What follows belongs to an exercise in optimizing a design on an open flow for small area; a production flow would make more cautious choices. Function was checked by simulation only, so behaviour that the tests miss may differ from the original. Power and IR drop assume default switching activity.

==> run a <==
==> flow/design.v <==
module csr_file (
    input  logic        clk,
    input  logic        reset,
    input  logic        csr_valid,
    input  logic        csr_w_valid,
    input  logic [11:0] csr_ra,
    output logic [63:0] csr_rd,
    input  logic        wr_valid,
    input  logic [11:0] wr_addr,
    input  logic [63:0] wr_data,
    input  logic        commit_valid,
    input  logic        trap_valid,
    input  logic [63:0] trap_pc,
    input  logic [63:0] trap_cause,
    input  logic [63:0] trap_tval,
    input  logic        mret_valid,
    output logic        redirect_valid,
    output logic [63:0] redirect_pc
);
    typedef logic [63:0] word_t;
    localparam logic [11:0] A_MSTATUS  = 12'h300;
    localparam logic [11:0] A_MIE      = 12'h304;
    localparam logic [11:0] A_MTVEC    = 12'h305;
    localparam logic [11:0] A_MSCRATCH = 12'h340;
    localparam logic [11:0] A_MEPC     = 12'h341;
    localparam logic [11:0] A_MCAUSE   = 12'h342;
    localparam logic [11:0] A_MTVAL    = 12'h343;
    localparam logic [11:0] A_MIP      = 12'h344;
    localparam logic [11:0] A_MCYCLE   = 12'hB00;
    localparam logic [11:0] A_MINSTRET = 12'hB02;
    logic        st_mie, st_mpie;
    logic [1:0]  st_mpp;
    logic [63:2] mtvec, mepc;
    word_t       mie, mscratch, mcause, mtval, mip, mcycle, minstret;
    logic        redir_trap, redir_mret;
    logic unused_w_valid;
    assign unused_w_valid = csr_w_valid;
    logic wr_en;
    assign wr_en = wr_valid & ~trap_valid & ~mret_valid;
    logic w_mstatus, w_mie, w_mtvec, w_mscratch, w_mepc, w_mcause, w_mtval, w_mip, w_mcycle, w_minstret;
    assign w_mstatus  = wr_en & (wr_addr == A_MSTATUS);
    assign w_mie      = wr_en & (wr_addr == A_MIE);
    assign w_mtvec    = wr_en & (wr_addr == A_MTVEC);
    assign w_mscratch = wr_en & (wr_addr == A_MSCRATCH);
    assign w_mepc     = wr_en & (wr_addr == A_MEPC);
    assign w_mcause   = wr_en & (wr_addr == A_MCAUSE);
    assign w_mtval    = wr_en & (wr_addr == A_MTVAL);
    assign w_mip      = wr_en & (wr_addr == A_MIP);
    assign w_mcycle   = wr_en & (wr_addr == A_MCYCLE);
    assign w_minstret = wr_en & (wr_addr == A_MINSTRET);
    logic r_mstatus, r_mie, r_mtvec, r_mscratch, r_mepc, r_mcause, r_mtval, r_mip, r_mcycle, r_minstret;
    assign r_mstatus  = (csr_ra == A_MSTATUS);
    assign r_mie      = (csr_ra == A_MIE);
    assign r_mtvec    = (csr_ra == A_MTVEC);
    assign r_mscratch = (csr_ra == A_MSCRATCH);
    assign r_mepc     = (csr_ra == A_MEPC);
    assign r_mcause   = (csr_ra == A_MCAUSE);
    assign r_mtval    = (csr_ra == A_MTVAL);
    assign r_mip      = (csr_ra == A_MIP);
    assign r_mcycle   = (csr_ra == A_MCYCLE);
    assign r_minstret = (csr_ra == A_MINSTRET);
    logic byp;
    assign byp = wr_en & |{A_MSTATUS  == wr_addr && r_mstatus,
                           A_MIE      == wr_addr && r_mie,
                           A_MTVEC    == wr_addr && r_mtvec,
                           A_MSCRATCH == wr_addr && r_mscratch,
                           A_MEPC     == wr_addr && r_mepc,
                           A_MCAUSE   == wr_addr && r_mcause,
                           A_MTVAL    == wr_addr && r_mtval,
                           A_MIP      == wr_addr && r_mip,
                           A_MCYCLE   == wr_addr && r_mcycle,
                           A_MINSTRET == wr_addr && r_minstret};
    logic s_reg, s_byp;
    assign s_reg = csr_valid & ~byp;
    assign s_byp = csr_valid & byp;
    word_t byp_mask;
    always_comb begin
        byp_mask = {64{s_byp}};
        if (r_mstatus) byp_mask = {51'd0, s_byp, s_byp, 3'd0, s_byp, 3'd0, s_byp, 3'd0};
        if (r_mtvec | r_mepc) byp_mask[1:0] = 2'b00;
    end
    word_t v_mstatus, v_mtvec, v_mepc;
    assign v_mstatus = {51'd0, st_mpp, 3'd0, st_mpie, 3'd0, st_mie, 3'd0};
    assign v_mtvec   = {mtvec, 2'b00};
    assign v_mepc    = {mepc, 2'b00};
    word_t g_a, g_b, g_c, g_d;
    assign g_a = ({64{s_reg & r_mie}}      & mie)      |
                 ({64{s_reg & r_mtvec}}    & v_mtvec)  |
                 ({64{s_reg & r_mscratch}} & mscratch);
    assign g_b = ({64{s_reg & r_mepc}}     & v_mepc)   |
                 ({64{s_reg & r_mcause}}   & mcause)   |
                 ({64{s_reg & r_mtval}}    & mtval);
    assign g_c = ({64{s_reg & r_mip}}      & mip)      |
                 ({64{s_reg & r_mcycle}}   & mcycle)   |
                 ({64{s_reg & r_minstret}} & minstret);
    assign g_d = ({64{s_reg & r_mstatus}}  & v_mstatus) |
                 (byp_mask & wr_data);
    assign csr_rd = ~(~g_a & ~g_b & ~g_c & ~g_d);
    always_ff @(posedge clk) begin
        redirect_valid <= ~reset & (trap_valid | mret_valid);
        redir_trap     <= trap_valid;
        redir_mret     <= ~trap_valid;
    end
    assign redirect_pc = ({64{redir_trap}} & {mtvec, 2'b00}) | ({64{redir_mret}} & {mepc, 2'b00});
    logic nr;
    assign nr = ~reset;
    logic l_mie, l_mtvec, l_mscratch, l_mip, l_mepc, l_mcause, l_mtval, l_mcycle, l_minstret;
    logic h_mie, h_mtvec, h_mscratch, h_mip, h_mepc, h_mcause, h_mtval, h_mcycle, h_minstret;
    logic t_ld;
    assign l_mie      = w_mie      & nr;
    assign l_mtvec    = w_mtvec    & nr;
    assign l_mscratch = w_mscratch & nr;
    assign l_mip      = w_mip      & nr;
    assign l_mepc     = w_mepc     & nr;
    assign l_mcause   = w_mcause   & nr;
    assign l_mtval    = w_mtval    & nr;
    assign l_mcycle   = w_mcycle   & nr;
    assign l_minstret = w_minstret & nr;
    assign h_mie      = ~(w_mie      | reset);
    assign h_mtvec    = ~(w_mtvec    | reset);
    assign h_mscratch = ~(w_mscratch | reset);
    assign h_mip      = ~(w_mip      | reset);
    assign h_mepc     = ~(w_mepc   | reset | trap_valid);
    assign h_mcause   = ~(w_mcause | reset | trap_valid);
    assign h_mtval    = ~(w_mtval  | reset | trap_valid);
    assign h_mcycle   = ~(w_mcycle   | reset);
    assign h_minstret = ~(w_minstret | reset);
    assign t_ld       = trap_valid & nr;
    localparam int CB = 8;
    word_t cy_c, cy_i;
    logic [63/CB:0] bc_c, bc_i;
    assign bc_c[0] = 1'b1;
    assign bc_i[0] = commit_valid & ~trap_valid;
    for (genvar b = 1; b < 64 / CB; b++) begin : g_blk
        assign bc_c[b] = bc_c[b-1] & (&mcycle[CB*(b-1) +: CB]);
        assign bc_i[b] = bc_i[b-1] & (&minstret[CB*(b-1) +: CB]);
    end
    for (genvar i = 0; i < 64; i++) begin : g_carry
        if (i % CB == 0) begin : g_first
            assign cy_c[i] = bc_c[i / CB];
            assign cy_i[i] = bc_i[i / CB];
        end else begin : g_next
            assign cy_c[i] = cy_c[i-1] & mcycle[i-1];
            assign cy_i[i] = cy_i[i-1] & minstret[i-1];
        end
    end
    always_ff @(posedge clk) begin
        mie      <= ({64{l_mie}}      & wr_data)       | ({64{h_mie}}      & mie);
        mtvec    <= ({62{l_mtvec}}    & wr_data[63:2]) | ({62{h_mtvec}}    & mtvec);
        mscratch <= ({64{l_mscratch}} & wr_data)       | ({64{h_mscratch}} & mscratch);
        mip      <= ({64{l_mip}}      & wr_data)       | ({64{h_mip}}      & mip);
        mepc     <= ({62{t_ld}} & trap_pc[63:2]) | ({62{l_mepc}}   & wr_data[63:2]) | ({62{h_mepc}}   & mepc);
        mcause   <= ({64{t_ld}} & trap_cause)    | ({64{l_mcause}} & wr_data)       | ({64{h_mcause}} & mcause);
        mtval    <= ({64{t_ld}} & trap_tval)     | ({64{l_mtval}}  & wr_data)       | ({64{h_mtval}}  & mtval);
        mcycle   <= ({64{l_mcycle}}   & wr_data) | ({64{h_mcycle}}   & (mcycle   ^ cy_c));
        minstret <= ({64{l_minstret}} & wr_data) | ({64{h_minstret}} & (minstret ^ cy_i));
    end
    always_ff @(posedge clk) begin
        if (reset) begin
            st_mie  <= 1'b0;
            st_mpie <= 1'b0;
            st_mpp  <= 2'b00;
        end else if (trap_valid) begin
            st_mie  <= 1'b0;
            st_mpie <= st_mie;
            st_mpp  <= 2'b11;
        end else if (mret_valid) begin
            st_mie  <= st_mpie;
            st_mpie <= 1'b1;
            st_mpp  <= 2'b11;
        end else if (w_mstatus) begin
            st_mie  <= wr_data[3];
            st_mpie <= wr_data[7];
            st_mpp  <= wr_data[12:11];
        end
    end
endmodule
==> flow/flow/run.sh <==
#!/bin/bash
# Layout flow: the standard flow (standard.sh) with two changes:
#  - synthesis is the standard flow's script with ABC's mapping step run with an area-oriented
#    script (flow/abc_area.script); everything before ABC, including register
#    mapping and naming, is unchanged;
#  - port buffers are the smallest buffer (buf_1) rather than the resizer's pick.
# Every tool's output goes to the ORFS logs under orfs/logs, and make's to flow.log.
set -euo pipefail
W=$PWD
export AREA_ABC_SCRIPT=$W/flow/abc_area.script
export BUFFER_PORTS_ARGS="-buffer_cell sky130_fd_sc_hd__buf_1"
if [[ -f $W/flow/cts_args ]]; then export CTS_ARGS="$(cat $W/flow/cts_args)"; fi

{
  head -n 1 synth_recipe.tcl
  cat <<'EOT'
proc abc {args} {
  set i [lsearch -exact $args -script]
  if {$i >= 0} { set args [lreplace $args $i [expr {$i + 1}] -script $::env(AREA_ABC_SCRIPT)] }
  yosys abc {*}$args
}
EOT
  if [[ -f $W/flow/no_extract_fa ]]; then echo 'proc extract_fa {args} { }'; fi
  tail -n +2 synth_recipe.tcl
} > area_synth.tcl

sed "s#SYNTH_SCRIPT=[^ ]*#SYNTH_SCRIPT=$W/area_synth.tcl#" standard.sh > area_standard.sh
bash area_standard.sh > flow.log 2>&1
==> flow/flow/abc_area.script <==
&get -n
&st
&dch -x
&nf -R 100 -p -C 32 -F 8 -A 8 -a
&put
==> flow/flow/cts_args <==
-sink_clustering_enable -repair_clock_nets -buf_list "sky130_fd_sc_hd__clkbuf_4 sky130_fd_sc_hd__clkbuf_8" -dont_use_dummy_load -sink_clustering_size 16 -sink_clustering_max_diameter 60
==> flow/flow/no_extract_fa <==
==> flow/standard.sh <==
#!/bin/bash
# synth_recipe.tcl (not shown) runs the flow's synth.tcl, then flattens the netlist and writes it again
# the make line also repeats each setting of config.mk as NAME=value (left out here)
make -C /OpenROAD-flow-scripts/flow DESIGN_CONFIG=/design/flow/config.mk WORK_HOME=/design/flow/orfs CLKGATE_MAP_FILE= SYNTH_SCRIPT=/design/flow/synth_recipe.tcl "${@:-finish}"
==> flow/config.mk <==
export PLATFORM = sky130hd
export DESIGN_NAME = csr_file
export DESIGN_NICKNAME = csr_file
export VERILOG_FILES = /design/flow/design.v
export SDC_FILE = /design/flow/constraint.sdc
export NUM_CORES = 4
export LEC_CHECK = 0
export CAP_MARGIN = 10
export CORE_MARGIN = 2
export CORE_UTILIZATION = 60
export GPL_ROUTABILITY_DRIVEN = 0
export SLEW_MARGIN = 10
==> flow/constraint.sdc <==
create_clock -name core_clock -period 7.0 [get_ports {clk}]
set_input_delay 1.4000 -clock core_clock [delete_from_list [all_inputs] [get_ports {clk}]]
set_output_delay 1.4000 -clock core_clock [all_outputs]
set_load 0.01 [all_outputs]
==> inputs of run b, as changes to run a <==
==> flow/design.v, changed modules only <==
module csr_file (
    input  logic        clk,
    input  logic        reset,
    input  logic        csr_valid,
    input  logic        csr_w_valid,
    input  logic [11:0] csr_ra,
    output logic [63:0] csr_rd,
    input  logic        wr_valid,
    input  logic [11:0] wr_addr,
    input  logic [63:0] wr_data,
    input  logic        commit_valid,
    input  logic        trap_valid,
    input  logic [63:0] trap_pc,
    input  logic [63:0] trap_cause,
    input  logic [63:0] trap_tval,
    input  logic        mret_valid,
    output logic        redirect_valid,
    output logic [63:0] redirect_pc
);
    typedef logic [63:0] word_t;
    localparam logic [11:0] A_MSTATUS  = 12'h300;
    localparam logic [11:0] A_MIE      = 12'h304;
    localparam logic [11:0] A_MTVEC    = 12'h305;
    localparam logic [11:0] A_MSCRATCH = 12'h340;
    localparam logic [11:0] A_MEPC     = 12'h341;
    localparam logic [11:0] A_MCAUSE   = 12'h342;
    localparam logic [11:0] A_MTVAL    = 12'h343;
    localparam logic [11:0] A_MIP      = 12'h344;
    localparam logic [11:0] A_MCYCLE   = 12'hB00;
    localparam logic [11:0] A_MINSTRET = 12'hB02;
    logic        st_mie, st_mpie;
    logic [1:0]  st_mpp;
    logic [63:2] mtvec, mepc;
    word_t       mie, mscratch, mcause, mtval, mip, mcycle, minstret;
    logic        redir_trap;
    logic unused_w_valid;
    assign unused_w_valid = csr_w_valid;
    logic wr_en;
    assign wr_en = wr_valid & ~trap_valid & ~mret_valid;
    logic w_mstatus, w_mie, w_mtvec, w_mscratch, w_mepc, w_mcause, w_mtval, w_mip, w_mcycle, w_minstret;
    assign w_mstatus  = wr_en & (wr_addr == A_MSTATUS);
    assign w_mie      = wr_en & (wr_addr == A_MIE);
    assign w_mtvec    = wr_en & (wr_addr == A_MTVEC);
    assign w_mscratch = wr_en & (wr_addr == A_MSCRATCH);
    assign w_mepc     = wr_en & (wr_addr == A_MEPC);
    assign w_mcause   = wr_en & (wr_addr == A_MCAUSE);
    assign w_mtval    = wr_en & (wr_addr == A_MTVAL);
    assign w_mip      = wr_en & (wr_addr == A_MIP);
    assign w_mcycle   = wr_en & (wr_addr == A_MCYCLE);
    assign w_minstret = wr_en & (wr_addr == A_MINSTRET);
    logic r_mstatus, r_mie, r_mtvec, r_mscratch, r_mepc, r_mcause, r_mtval, r_mip, r_mcycle, r_minstret;
    assign r_mstatus  = (csr_ra == A_MSTATUS);
    assign r_mie      = (csr_ra == A_MIE);
    assign r_mtvec    = (csr_ra == A_MTVEC);
    assign r_mscratch = (csr_ra == A_MSCRATCH);
    assign r_mepc     = (csr_ra == A_MEPC);
    assign r_mcause   = (csr_ra == A_MCAUSE);
    assign r_mtval    = (csr_ra == A_MTVAL);
    assign r_mip      = (csr_ra == A_MIP);
    assign r_mcycle   = (csr_ra == A_MCYCLE);
    assign r_minstret = (csr_ra == A_MINSTRET);
    logic byp;
    assign byp = (w_mstatus & r_mstatus) | (w_mie & r_mie) | (w_mtvec & r_mtvec) |
                 (w_mscratch & r_mscratch) | (w_mepc & r_mepc) | (w_mcause & r_mcause) |
                 (w_mtval & r_mtval) | (w_mip & r_mip) | (w_mcycle & r_mcycle) |
                 (w_minstret & r_minstret);
    logic s_reg, s_byp;
    assign s_reg = csr_valid & ~byp;
    assign s_byp = csr_valid & byp;
    word_t byp_mask;
    always_comb begin
        byp_mask = {64{s_byp}};
        if (r_mstatus) byp_mask = {51'd0, s_byp, s_byp, 3'd0, s_byp, 3'd0, s_byp, 3'd0};
        if (r_mtvec | r_mepc) byp_mask[1:0] = 2'b00;
    end
    word_t v_mstatus, v_mtvec, v_mepc;
    assign v_mstatus = {51'd0, st_mpp, 3'd0, st_mpie, 3'd0, st_mie, 3'd0};
    assign v_mtvec   = {mtvec, 2'b00};
    assign v_mepc    = {mepc, 2'b00};
    assign csr_rd = ({64{s_reg & r_mstatus}}  & v_mstatus) |
                    ({64{s_reg & r_mie}}      & mie)       |
                    ({64{s_reg & r_mtvec}}    & v_mtvec)   |
                    ({64{s_reg & r_mscratch}} & mscratch)  |
                    ({64{s_reg & r_mepc}}     & v_mepc)    |
                    ({64{s_reg & r_mcause}}   & mcause)    |
                    ({64{s_reg & r_mtval}}    & mtval)     |
                    ({64{s_reg & r_mip}}      & mip)       |
                    ({64{s_reg & r_mcycle}}   & mcycle)    |
                    ({64{s_reg & r_minstret}} & minstret)  |
                    (byp_mask & wr_data);
    always_ff @(posedge clk) begin
        redirect_valid <= ~reset & (trap_valid | mret_valid);
        redir_trap     <= trap_valid;
    end
    assign redirect_pc = redir_trap ? {mtvec, 2'b00} : {mepc, 2'b00};
    logic nr;
    assign nr = ~reset;
    logic l_mie, l_mtvec, l_mscratch, l_mip, l_mepc, l_mcause, l_mtval, l_mcycle, l_minstret;
    logic h_mie, h_mtvec, h_mscratch, h_mip, h_mepc, h_mcause, h_mtval, h_mcycle, h_minstret;
    logic t_ld;
    assign l_mie      = w_mie      & nr;
    assign l_mtvec    = w_mtvec    & nr;
    assign l_mscratch = w_mscratch & nr;
    assign l_mip      = w_mip      & nr;
    assign l_mepc     = w_mepc     & nr;
    assign l_mcause   = w_mcause   & nr;
    assign l_mtval    = w_mtval    & nr;
    assign l_mcycle   = w_mcycle   & nr;
    assign l_minstret = w_minstret & nr;
    assign h_mie      = ~(w_mie      | reset);
    assign h_mtvec    = ~(w_mtvec    | reset);
    assign h_mscratch = ~(w_mscratch | reset);
    assign h_mip      = ~(w_mip      | reset);
    assign h_mepc     = ~(w_mepc   | reset | trap_valid);
    assign h_mcause   = ~(w_mcause | reset | trap_valid);
    assign h_mtval    = ~(w_mtval  | reset | trap_valid);
    assign h_mcycle   = ~(w_mcycle   | reset);
    assign h_minstret = ~(w_minstret | reset);
    assign t_ld       = trap_valid & nr;
    localparam int CB = 8;
    word_t cy_c, cy_i;
    logic [63/CB:0] bc_c, bc_i;
    assign bc_c[0] = 1'b1;
    assign bc_i[0] = commit_valid & ~trap_valid;
    for (genvar b = 1; b < 64 / CB; b++) begin : g_blk
        assign bc_c[b] = bc_c[b-1] & (&mcycle[CB*(b-1) +: CB]);
        assign bc_i[b] = bc_i[b-1] & (&minstret[CB*(b-1) +: CB]);
    end
    for (genvar i = 0; i < 64; i++) begin : g_carry
        if (i % CB == 0) begin : g_first
            assign cy_c[i] = bc_c[i / CB];
            assign cy_i[i] = bc_i[i / CB];
        end else begin : g_next
            assign cy_c[i] = cy_c[i-1] & mcycle[i-1];
            assign cy_i[i] = cy_i[i-1] & minstret[i-1];
        end
    end
    always_ff @(posedge clk) begin
        mie      <= ({64{l_mie}}      & wr_data)       | ({64{h_mie}}      & mie);
        mtvec    <= ({62{l_mtvec}}    & wr_data[63:2]) | ({62{h_mtvec}}    & mtvec);
        mscratch <= ({64{l_mscratch}} & wr_data)       | ({64{h_mscratch}} & mscratch);
        mip      <= ({64{l_mip}}      & wr_data)       | ({64{h_mip}}      & mip);
        mepc     <= ({62{t_ld}} & trap_pc[63:2]) | ({62{l_mepc}}   & wr_data[63:2]) | ({62{h_mepc}}   & mepc);
        mcause   <= ({64{t_ld}} & trap_cause)    | ({64{l_mcause}} & wr_data)       | ({64{h_mcause}} & mcause);
        mtval    <= ({64{t_ld}} & trap_tval)     | ({64{l_mtval}}  & wr_data)       | ({64{h_mtval}}  & mtval);
        mcycle   <= ({64{l_mcycle}}   & wr_data) | ({64{h_mcycle}}   & (mcycle   ^ cy_c));
        minstret <= ({64{l_minstret}} & wr_data) | ({64{h_minstret}} & (minstret ^ cy_i));
    end
    always_ff @(posedge clk) begin
        if (reset) begin
            st_mie  <= 1'b0;
            st_mpie <= 1'b0;
            st_mpp  <= 2'b00;
        end else if (trap_valid) begin
            st_mie  <= 1'b0;
            st_mpie <= st_mie;
            st_mpp  <= 2'b11;
        end else if (mret_valid) begin
            st_mie  <= st_mpie;
            st_mpie <= 1'b1;
            st_mpp  <= 2'b11;
        end else if (w_mstatus) begin
            st_mie  <= wr_data[3];
            st_mpie <= wr_data[7];
            st_mpp  <= wr_data[12:11];
        end
    end
endmodule
==> flow/flow/abc_area.script (replaced) <==
&get -n
&st
&dch
&nf -R 1000 -p -C 32 -F 8 -A 8 -a
&put
Settings changed: GPL_ROUTABILITY_DRIVEN 0 to not set.
==> comparison table <==
WHS Endpoint: run b mie[35]$_DFF_P_; run a mtval[3]$_DFF_P_
Area share of xor/xnor cells in the synthesized design: run b 0.00854; run a 0.0239
Depth of the most critical reg-to-reg path: run b 18; run a 17
Netlist area before placement: run b 23600 um2; run a 23100 um2
Fraction of the mapped netlist area in simple logic gates: run b 0.0978; run a 0.100
Number of tap cells inserted: run b 518; run a 511
Run status: run b complete, no violations; run a complete, no violations
Via/cell ratio: run b 7.23; run a 7.38
Signal inverters: run b 192; run a 193
Average instance area after synthesis: run b 10.2 um2; run a 10.4 um2
Seq. pwr: run b 0.00341 W; run a 0.00343 W
CP endpoint: run b csr_rd[40]; run a csr_rd[54]
Comb. pwr: run b 0.000381 W; run a 0.000374 W
Fraction of area in multi-input gates: run b 0.423; run a 0.414
Max rail drop VDD: run b 0.168 mV; run a 0.185 mV
Clock buffer instance count of the final layout: run b 43; run a 44
Min Tclk post-route: run b 6.60 ns; run a 6.55 ns

-- separate check: timing with driven ports --
No port has a modelled driver above. Below, the same layouts with a new extraction and two added sets of constraints. Step 1 sets driving cells, clkbuf_16 on the clock port and buf_2 on the other inputs (assumed; they add their load-dependent delay and slew). Step 2 times the ports against the registers' clock, not the clock port: input delays grow and output delays shrink by t, the midpoint of the rising clock arrivals with the driver on. a / b / c = ideal ports / drivers / drivers and shift; a / b = the first two.
| run | shift t [ns] | setup slack, ns | slew at the worst register clock pin (ns) |
|---|---|---|---|
| run a | 0.703 | 0.454 / 0.418 / 0.418 | 0.11 / 0.11 |
| run b | 0.697 | 0.395 / 0.372 / 0.372 | 0.11 / 0.11 |
After both steps every run listed still meets setup and hold. For run a, which loses most, drivers alone change the setup slack by -0.036 ns; drivers and shift together by -0.036 ns.
